Context: an optimization exercise on an open-source flow, tuned for small area, a short achievable clock period and few clock cycles per item. The choices shown serve that exercise and are no tape-out recipe. In this exercise RTL edits were held to simulation tests only and were not proved equivalent to the original. Power is estimated from default activity; no workload was simulated.

## lkst_top
module lkst_top
(
    input  logic        clk,
    input  logic        rst_n,
    input  logic        in_valid,
    output logic        in_ready,
    input  logic        in_action,
    input  logic [31:0] in_now_tick,
    input  logic [7:0]  in_protocol,
    input  logic [31:0] in_sensor_id,
    input  logic [7:0]  in_channel,
    input  logic [15:0] in_temperature,
    input  logic [7:0]  in_humidity,
    input  logic [1:0]  in_battery,
    input  logic [2:0]  in_read_slot,
    output logic        out_valid,
    input  logic        out_ready,
    output logic [2:0]  out_slot_index,
    output logic        out_key_hit,
    output logic        out_evicted,
    output logic [3:0]  out_fill_count,
    output logic        out_slot_valid,
    output logic [7:0]  out_protocol,
    output logic [31:0] out_sensor_id,
    output logic [7:0]  out_channel,
    output logic [15:0] out_temperature,
    output logic [7:0]  out_humidity,
    output logic [1:0]  out_battery,
    output logic [31:0] out_age_ticks
);
    localparam int N = 8;
    logic [N-1:0]        r_valid;
    logic [N-1:0][47:0]  r_key;
    logic [N-1:0][25:0]  r_pay;
    logic [N-1:0][31:0]  r_seen;
    logic [N-1:0][N-1:0] r_old;
    logic [3:0]          r_count;
    logic                r_ovld;
    logic [2:0]          r_oslot;
    logic                r_ohit;
    logic                r_oevict;
    logic                r_osv;
  ...
==> flow/config.mk <==
export PLATFORM = sky130hd
export DESIGN_NAME = lkst_top
export DESIGN_NICKNAME = lkst_top
export VERILOG_FILES = /design/flow/design.v
export SDC_FILE = /design/flow/constraint.sdc
export NUM_CORES = 4
export LEC_CHECK = 0
export CAP_MARGIN = 20
export CORE_MARGIN = 2
export CORE_UTILIZATION = 45
export SLEW_MARGIN = 20
==> flow/constraint.sdc <==
create_clock -name core_clock -period 5.0 [get_ports {clk}]
set_input_delay 1.0000 -clock core_clock [delete_from_list [all_inputs] [get_ports {clk}]]
set_output_delay 1.0000 -clock core_clock [all_outputs]
set_load 0.01 [all_outputs]
run.sh (not shown) runs the stock make flow with config.mk's settings and CLKGATE_MAP_FILE= SYNTH_SCRIPT=/design/flow/synth_recipe.tcl, a recipe that flattens the netlist after the stock synthesis.
The baseline completed without violations.
Testbench counts at the start, summed over its fixed seeds: cycles 4,808, items 4,800.
Then changed:
- SETUP_SLACK_MARGIN: default -> 2.0
Die area stays the same.
Routed wire length grows by 14%.
Utilization rose by 7.5 points.
Design area went up by 13%.
Critical path depth falls by 4.
Worst setup slack gets better by 550 ps.
Power rose by 3.4%.

========
## 08-27
The RTL this note starts from:
==> flow/design.v <==
module lkst_top
(
    input  logic        clk,
    input  logic        rst_n,
    input  logic        in_valid,
    output logic        in_ready,
    input  logic        in_action,
    input  logic [31:0] in_now_tick,
    input  logic [7:0]  in_protocol,
    input  logic [31:0] in_sensor_id,
    input  logic [7:0]  in_channel,
    input  logic [15:0] in_temperature,
    input  logic [7:0]  in_humidity,
    input  logic [1:0]  in_battery,
    input  logic [2:0]  in_read_slot,
    output logic        out_valid,
    input  logic        out_ready,
    output logic [2:0]  out_slot_index,
    output logic        out_key_hit,
    output logic        out_evicted,
    output logic [3:0]  out_fill_count,
    output logic        out_slot_valid,
    output logic [7:0]  out_protocol,
    output logic [31:0] out_sensor_id,
    output logic [7:0]  out_channel,
    output logic [15:0] out_temperature,
    output logic [7:0]  out_humidity,
    output logic [1:0]  out_battery,
    output logic [31:0] out_age_ticks
);
    localparam int N = 8;
    logic [N-1:0]        r_valid;
    logic [N-1:0][47:0]  r_key;
    logic [N-1:0][25:0]  r_pay;
    logic [N-1:0][31:0]  r_seen;
    logic [N-1:0][N-1:0] r_old;
    logic [3:0]          r_count;
    logic                r_pv;
    logic                r_act;
    logic [47:0]         r_ikey;   
    logic [25:0]         r_ipay;
    logic [31:0]         r_tick;
    logic [2:0]          r_rslot;
    logic [N-1:0]        r_hoh;    
    logic                r_hit;    
    logic [N-1:0]        r_rsel;   
    logic [N-1:0]        r_tlt;    
    logic [N-1:0]        r_tgt;    
    logic [N-1:0]        r_lru;    
    logic                r_ovld;
    logic [2:0]          r_oslot;
    logic                r_ohit;
    logic                r_oevict;
    logic                r_osv;
    logic [47:0]         r_okey;
    logic [25:0]         r_opay;
    logic [31:0]         r_oage;
    logic [47:0]         key;
    logic                accept;
    logic                out_free;
    logic                fire;
    logic                up;
    logic [N-1:0]        eq;
    logic [N-1:0]        mv;
    logic                eq_prev;
    logic [N-1:0]        hit_oh;
    logic [N-1:0]        free_oh;
    logic [N-1:0]        lru_oh;
    logic [N-1:0]        slot_oh;
    logic [2:0]          slot;
    logic                hit;
    logic                full;
    logic [N-1:0]        wen;
    logic [N-1:0]        t_lt;    
    logic [N-1:0]        t_gt;    
    logic                f_lt;    
    logic                f_gt;
    logic [N-1:0]        lru_next;
    logic [47:0]         rd_key;
    logic [25:0]         rd_pay;
    logic                rd_valid;
    logic [N-1:0]        in_rdec;
    logic [31:0]         in_seen;
    function automatic logic [N-1:0] first1(logic [N-1:0] v);
        logic         seen;
        first1 = '0;
        seen   = 1'b0;
        for (int i = 0; i < N; i++) begin
            first1[i] = v[i] && !seen;
            seen      = seen || v[i];
        end
    endfunction
    function automatic logic [1:0] cmp31(logic [30:0] a, logic [30:0] b);
        logic [31:0] g;
        logic [31:0] l;
        g = {1'b0, a & ~b};
        l = {1'b0, ~a & b};
        for (int w = 16; w >= 1; w = w / 2) begin
            for (int i = 0; i < w; i++) begin
                g[i] = g[2*i+1] | (!l[2*i+1] & g[2*i]);
                l[i] = l[2*i+1] | (!g[2*i+1] & l[2*i]);
            end
        end
        cmp31 = {g[0], l[0]};
    endfunction
    function automatic logic [31:0] sub32(logic [31:0] a, logic [31:0] b);
        logic [31:0] p;
        logic [31:0] g;
        logic [31:0] pn;
        logic [31:0] gn;
        p = a ^ ~b;
        g = a & ~b;
        g[0] = g[0] | p[0];
        for (int d = 1; d < 32; d = d * 2) begin
            pn = p;
            gn = g;
            for (int i = d; i < 32; i++) begin
                gn[i] = g[i] | (p[i] & g[i-d]);
                pn[i] = p[i] & p[i-d];
            end
            p = pn;
            g = gn;
        end
        sub32 = (a ^ ~b) ^ {g[30:0], 1'b1};
    endfunction
    assign key      = {in_protocol, in_sensor_id, in_channel};
    assign out_free = !r_ovld || out_ready;
    assign fire     = r_pv && out_free;
    assign in_ready = !r_pv || out_free;
    assign accept   = in_valid && in_ready;
    assign up       = fire && !r_act;
    always_comb begin
        for (int j = 0; j < N; j++) begin
            eq[j] = r_key[j] == key;
        end
    end
    assign eq_prev = r_ikey == key;
    always_comb begin
        for (int j = 0; j < N; j++) begin
            mv[j] = wen[j] ? eq_prev : (r_valid[j] && eq[j]);
        end
    end
    assign hit     = r_hit;
    assign full    = &r_valid;
    assign hit_oh  = r_hoh;
    assign free_oh = first1(~r_valid);
    function automatic logic [N-1:0] lru_steps(logic [N-1:0] p0, int lo, int hi,
                                               logic [N-1:0][N-1:0] old);
        logic [N-1:0] p;
        logic         take;
        p = p0;
        for (int i = 1; i < N; i++) begin
            if (i >= lo && i <= hi) begin
                take = |(p & old[i]);
                if (take) begin
                    p = '0;
                    p[i] = 1'b1;
                end
            end
        end
        lru_steps = p;
    endfunction
    function automatic logic [N-1:0] lru_pick(logic [N-1:0][N-1:0] old);
        logic [N-1:0] q;
        logic [N-1:0] r;
        q = lru_steps(8'b1, 1, 3, old);
        lru_pick = '0;
        for (int c = 0; c < 4; c++) begin
            r = lru_steps(8'(1 << c), 4, 7, old);
            lru_pick = lru_pick | (r & {N{q[c]}});
        end
    endfunction
    always_comb begin : lru_after
        logic [N*N-1:0] m;
        lru_next = '0;
        for (int k = 0; k < N; k++) begin
            m = r_old;
            for (int j = 0; j < k; j++) m[k*N+j] = r_tlt[j];
            for (int i = k + 1; i < N; i++) m[i*N+k] = r_tgt[i];
            lru_next = lru_next | (lru_pick(m) & {N{wen[k]}});
        end
    end
    assign lru_oh = r_lru;
    assign slot_oh = hit ? hit_oh : (!full ? free_oh : lru_oh);
    assign wen     = up ? slot_oh : '0;
    always_comb begin
        slot = '0;
        for (int i = 0; i < N; i++) begin
            if (slot_oh[i]) slot = slot | 3'(i);
        end
    end
    always_comb begin : tick_cmp
        logic [1:0] c;
        logic       x;
        for (int j = 0; j < N; j++) begin
            c = cmp31(in_now_tick[30:0], r_seen[j][30:0]);
            x = in_now_tick[31] ^ r_seen[j][31];
            t_lt[j] = x ^ c[0];
            t_gt[j] = x ^ c[1];
        end
        c = cmp31(in_now_tick[30:0], r_tick[30:0]);
        x = in_now_tick[31] ^ r_tick[31];
        f_lt = x ^ c[0];
        f_gt = x ^ c[1];
    end
    always_comb begin
        rd_key  = '0;
        rd_pay  = '0;
        for (int j = 0; j < N; j++) begin
            rd_key  = rd_key  | (r_key[j]  & {48{r_rsel[j]}});
            rd_pay  = rd_pay  | (r_pay[j]  & {26{r_rsel[j]}});
        end
    end
    assign rd_valid = |r_rsel;
    always_comb begin
        in_seen = '0;
        for (int j = 0; j < N; j++) begin
            in_rdec[j] = in_read_slot == 3'(j);
            in_seen    = in_seen | ((wen[j] ? r_tick : r_seen[j]) & {32{in_rdec[j]}});
        end
    end
    always_ff @(posedge clk) begin
        if (accept) begin
            r_act   <= in_action;
            r_ikey  <= in_action ? {16'b0, in_seen} : key;
            r_ipay  <= {in_temperature, in_humidity, in_battery};
            r_tick  <= in_now_tick;
            r_rslot <= in_read_slot;
            r_hoh   <= first1(mv);
            r_hit   <= |mv;
            for (int j = 0; j < N; j++) begin
                r_rsel[j] <= in_rdec[j] && (r_valid[j] || wen[j]);
                r_tlt[j]  <= wen[j] ? f_lt : t_lt[j];
                r_tgt[j]  <= wen[j] ? f_gt : t_gt[j];
            end
        end
        for (int j = 0; j < N; j++) begin
            if (wen[j]) begin
                r_key[j]  <= r_ikey;
                r_pay[j]  <= r_ipay;
                r_seen[j] <= r_tick;
            end
        end
        for (int i = 1; i < N; i++) begin
            for (int j = 0; j < i; j++) begin
                if (wen[i]) begin
                    r_old[i][j] <= r_tlt[j];
                end else if (wen[j]) begin
                    r_old[i][j] <= r_tgt[i];
                end
            end
        end
        if (|wen) begin
            r_lru <= lru_next;
        end
        if (fire) begin
            r_oslot  <= r_act ? r_rslot : slot;
            r_ohit   <= !r_act && hit;
            r_oevict <= !r_act && !hit && full;
            r_osv    <= !r_act || rd_valid;
            r_okey   <= r_act ? rd_key : r_ikey;
            r_opay   <= r_act ? rd_pay : r_ipay;
            r_oage   <= (r_act && rd_valid) ? sub32(r_tick, r_ikey[31:0]) : '0;
        end
    end
    always_ff @(posedge clk) begin
        if (!rst_n) begin
            r_valid <= '0;
            r_count <= '0;
            r_ovld  <= 1'b0;
            r_pv    <= 1'b0;
        end else begin
            r_valid <= r_valid | wen;
            if (up && !hit && !full) begin
                r_count <= r_count + 4'd1;
            end
            if (accept) begin
                r_pv <= 1'b1;
            end else if (fire) begin
                r_pv <= 1'b0;
            end
            if (fire) begin
                r_ovld <= 1'b1;
            end else if (out_ready) begin
                r_ovld <= 1'b0;
            end
        end
    end
    assign out_valid      = r_ovld;
    assign out_slot_index = r_oslot;
    assign out_key_hit    = r_ohit;
    assign out_evicted    = r_oevict;
    assign out_fill_count = r_count;
    assign out_slot_valid = r_osv;
    assign {out_protocol, out_sensor_id, out_channel} = r_okey;
    assign {out_temperature, out_humidity, out_battery} = r_opay;
    assign out_age_ticks  = r_oage;
endmodule
clock: 5.0 ns
lec_check: 0
abc_clock_period_in_ps: 3000
cap_margin: 20
core_margin: 2
core_utilization: 45
setup_slack_margin: 2.3
slew_margin: 20
standard.sh (not shown) runs the stock make flow with config.mk's settings and CLKGATE_MAP_FILE= SYNTH_SCRIPT=/design/flow/synth_recipe.tcl, a recipe that flattens the netlist after the stock synthesis.
==> flow/flow/run.sh <==
#!/bin/bash
# The standard layout, with a plain buffer on each port and CTS without
# dummy balancing loads.
set -euo pipefail
export BUFFER_PORTS_ARGS="-buffer_cell sky130_fd_sc_hd__buf_2"
export CTS_ARGS="-sink_clustering_enable -repair_clock_nets -dont_use_dummy_load"
bash standard.sh > standard.log 2>&1
08-27 finished every step from synthesis to the final layout, and the layout passed the timing, DRC and antenna checks.
Testbench counts of 08-27, summed over its fixed seeds: cycles 4,816, items 4,800.
diff inputs: 08-27 => 03-10
- swapping 2.3 for 2.0 in SETUP_SLACK_MARGIN
- clearing ABC_CLOCK_PERIOD_IN_PS, which used to be 3000
==> flow/run.sh (new file) <==
#!/bin/bash
# synth_recipe.tcl (not shown) runs the flow's synth.tcl, then flattens the netlist and writes it again
# the make line also repeats each setting of config.mk as NAME=value (left out here)
make -C /OpenROAD-flow-scripts/flow DESIGN_CONFIG=/design/flow/config.mk WORK_HOME=/design/flow/orfs CLKGATE_MAP_FILE= SYNTH_SCRIPT=/design/flow/synth_recipe.tcl finish
removed: flow/flow/run.sh
removed: flow/standard.sh
==> comparison <==
Looking at the reports, 03-10 completed the entire flow and the layout it produced met the timing, DRC and antenna checks. When 03-10 is measured against 08-27, its TritonCTS buffer count turns out about 2.3% lower. Sequential share of layout area, 08-27 and 03-10: smaller value in 08-27. NOTE: logic gate share of total power in 03-10 falls short of that of 08-27. Number of filler instances in the final layout: 03-10 vs 08-27 up 2.5%. Going from 08-27 to 03-10, layout overhead on the synthesized area lower, non-clock buffer count down about 19%, net count reported at finish -171. Against 08-27, 03-10 comes in 2.1 points lower on total routing resource utilization after global routing. Combined area of the multi-input logic cells ended up about 5% lower on 03-10 than on 08-27. [diff] total power consumption of the routed design, 03-10 relative to 08-27: regression.

========
## job 8387
lkst_top, a different RTL version from the one above (not shown whole).
For scale: roughly 230 I/O pins, roughly 57,000 sq um of cells after synthesis.
Settings: LEC_CHECK=0, CAP_MARGIN=20, CORE_MARGIN=2, CORE_UTILIZATION=55, PLACE_DENSITY=0.65, SETUP_SLACK_MARGIN=2.0, SLEW_MARGIN=20, TNS_END_PERCENT=5; clock period 5.0 ns.
==> flow/flow/run.sh <==
#!/bin/bash
# The standard layout, with a plain buffer on each port and CTS without
# dummy balancing loads.
set -euo pipefail
export BUFFER_PORTS_ARGS="-buffer_cell sky130_fd_sc_hd__buf_2"
export CTS_ARGS="-sink_clustering_enable -repair_clock_nets -dont_use_dummy_load"
bash standard.sh > standard.log 2>&1
Having completed the whole flow, job 8387 delivered a layout that passed the timing, DRC and antenna checks.
Testbench counts of job 8387, summed over its fixed seeds: cycles 4,816, items 4,800.
Input changes introduced in job 9601 (baseline for comparison: job 8387):
Settings: CORE_UTILIZATION now 45, was 55; PLACE_DENSITY no longer set, was 0.65.
==> flow/flow/run.sh <==
#!/bin/bash
# The standard layout, with a plain buffer on each port and CTS with
# smaller clock buffers and without dummy balancing loads.
set -euo pipefail
export BUFFER_PORTS_ARGS="-buffer_cell sky130_fd_sc_hd__buf_2"
export CTS_ARGS="-sink_clustering_enable -repair_clock_nets -dont_use_dummy_load -buf_list sky130_fd_sc_hd__clkbuf_8"
bash standard.sh > standard.log 2>&1
## What came out
Job 9601 has clock buffer and inverter area fraction after layout below what job 8387 had.
Compared with job 8387, job 9601 shows setup slack higher by 150 ps.
In job 9601 relative to job 8387, final net count had gone up slightly.
Diff job 8387 and job 9601: final cell count without fillers lower in job 8387
From job 8387 to job 9601 the numbers moved as follows: final critical-path required period went down 150 ps, number of resized instances in the post-cts repair step up 21%.
Compared with job 8387, in job 9601 proportion of cell area occupied by registers grew by 0.40 points; wire length of the first global-routing pass went up about 3.3%; final wirelength rose by about 3.2%.
When the final numbers for job 8387 and job 9601 were put side by side, the inverter count turned out to be greater in job 9601.
Changes in job 435 relative to job 9601:
Settings: removing TNS_END_PERCENT (formerly 5).
==> flow/run.sh (new file) <==
#!/bin/bash
# synth_recipe.tcl (not shown) runs the flow's synth.tcl, then flattens the netlist and writes it again
# the make line also repeats each setting of config.mk as NAME=value (left out here)
make -C /OpenROAD-flow-scripts/flow DESIGN_CONFIG=/design/flow/config.mk WORK_HOME=/design/flow/orfs CLKGATE_MAP_FILE= SYNTH_SCRIPT=/design/flow/synth_recipe.tcl finish
removed: flow/flow/run.sh
removed: flow/standard.sh
Results
The final-layout worst hold slack in job 435 was higher than what job 9601 gave. Diff job 9601 -> job 435: netlist area before placement about even, number of nets in the finished design rose 103. Relative to job 9601, global-route usage increased by 1.1 points in job 435.
Input-level comparison between job 4475 and job 435:
Settings: setting TNS_END_PERCENT to 5 for the first time.
==> flow/flow/run.sh (new file) <==
#!/bin/bash
# The standard layout, with a plain buffer on each port and CTS without
# dummy balancing loads.
set -euo pipefail
export BUFFER_PORTS_ARGS="-buffer_cell sky130_fd_sc_hd__buf_2"
export CTS_ARGS="-sink_clustering_enable -repair_clock_nets -dont_use_dummy_load"
bash standard.sh > standard.log 2>&1
==> flow/standard.sh (new file) <==
#!/bin/bash
# synth_recipe.tcl (not shown) runs the flow's synth.tcl, then flattens the netlist and writes it again
# the make line also repeats each setting of config.mk as NAME=value (left out here)
make -C /OpenROAD-flow-scripts/flow DESIGN_CONFIG=/design/flow/config.mk WORK_HOME=/design/flow/orfs CLKGATE_MAP_FILE= SYNTH_SCRIPT=/design/flow/synth_recipe.tcl "${@:-finish}"
removed: flow/run.sh
Results
- The run showing the smaller global-route usage is job 4475.
- As far as sequential cell count of the final layout goes, job 4475 and job 435 are indistinguishable; the numbers are identical.
- Job 4475 vs. job 435: final period utilization fell by 2.7 points; headroom to the max-slew limit rose by 5.1 points; non-clock buffer count fell by 165; wire length reported by the detailed router fell by 4.5%.
- Compared job 4475 vs job 435, and setup slack is up in job 4475.
- In job 4475, the proportion of cell area occupied by multi-input gates came out 1.1 points above the value in job 435.
- In the metrics for job 4475 and job 435, the one carrying the higher area growth from synthesis to layout is job 435.
- Taking job 435 as the reference, in job 4475 setup slack at placement grew by 450 ps; die boundary height essentially unchanged.

[separate check: timing with driven ports]
No port has a modelled driver above. Below, the same layouts with a new extraction and two added sets of constraints. Step 1 (the two cells are an assumption about what drives the block):
set clk [get_ports {clk}]
set_driving_cell -lib_cell sky130_fd_sc_hd__clkbuf_16 $clk
set_driving_cell -lib_cell sky130_fd_sc_hd__buf_2 [delete_from_list [all_inputs] $clk]
Step 2 also shifts input and output timing later by t, the mid clock arrival at the registers, as if the neighbouring blocks saw the same clock. a / b / c = ideal ports / drivers / drivers and shift; a / b = the first two.
run	shift t [ns]	setup WS [ns]	worst setup path at the end	worst slew at a driven data input, ns	pins driven straight from the clock port
the first run of note 1	0.785	0.446 / 0.368 / -0.417	input to register	0.15	1
the second run of note 1	0.797	0.997 / 1.007 / 0.253	input to register	0.18	1
08-27	0.834	1.738 / 1.738 / 1.166	input to register	0.14	1
03-10	0.864	1.641 / 1.641 / 1.011	input to register	0.16	1
job 8387	0.769	1.604 / 1.625 / 0.856	input to register	0.17	1
job 9601	0.972	1.749 / 1.749 / 0.859	input to register	0.19	1
job 435	0.869	1.668 / 1.668 / 1.038	input to register	0.18	1
job 4475	0.804	1.802 / 1.802 / 1.000	input to register	0.20	1
Met with ideal ports but missed after step 2: setup timing in the first run of note 1. The setup slack of job 9601, which loses most, moves by 0.000 ns with the drivers and by -0.890 ns with both steps.
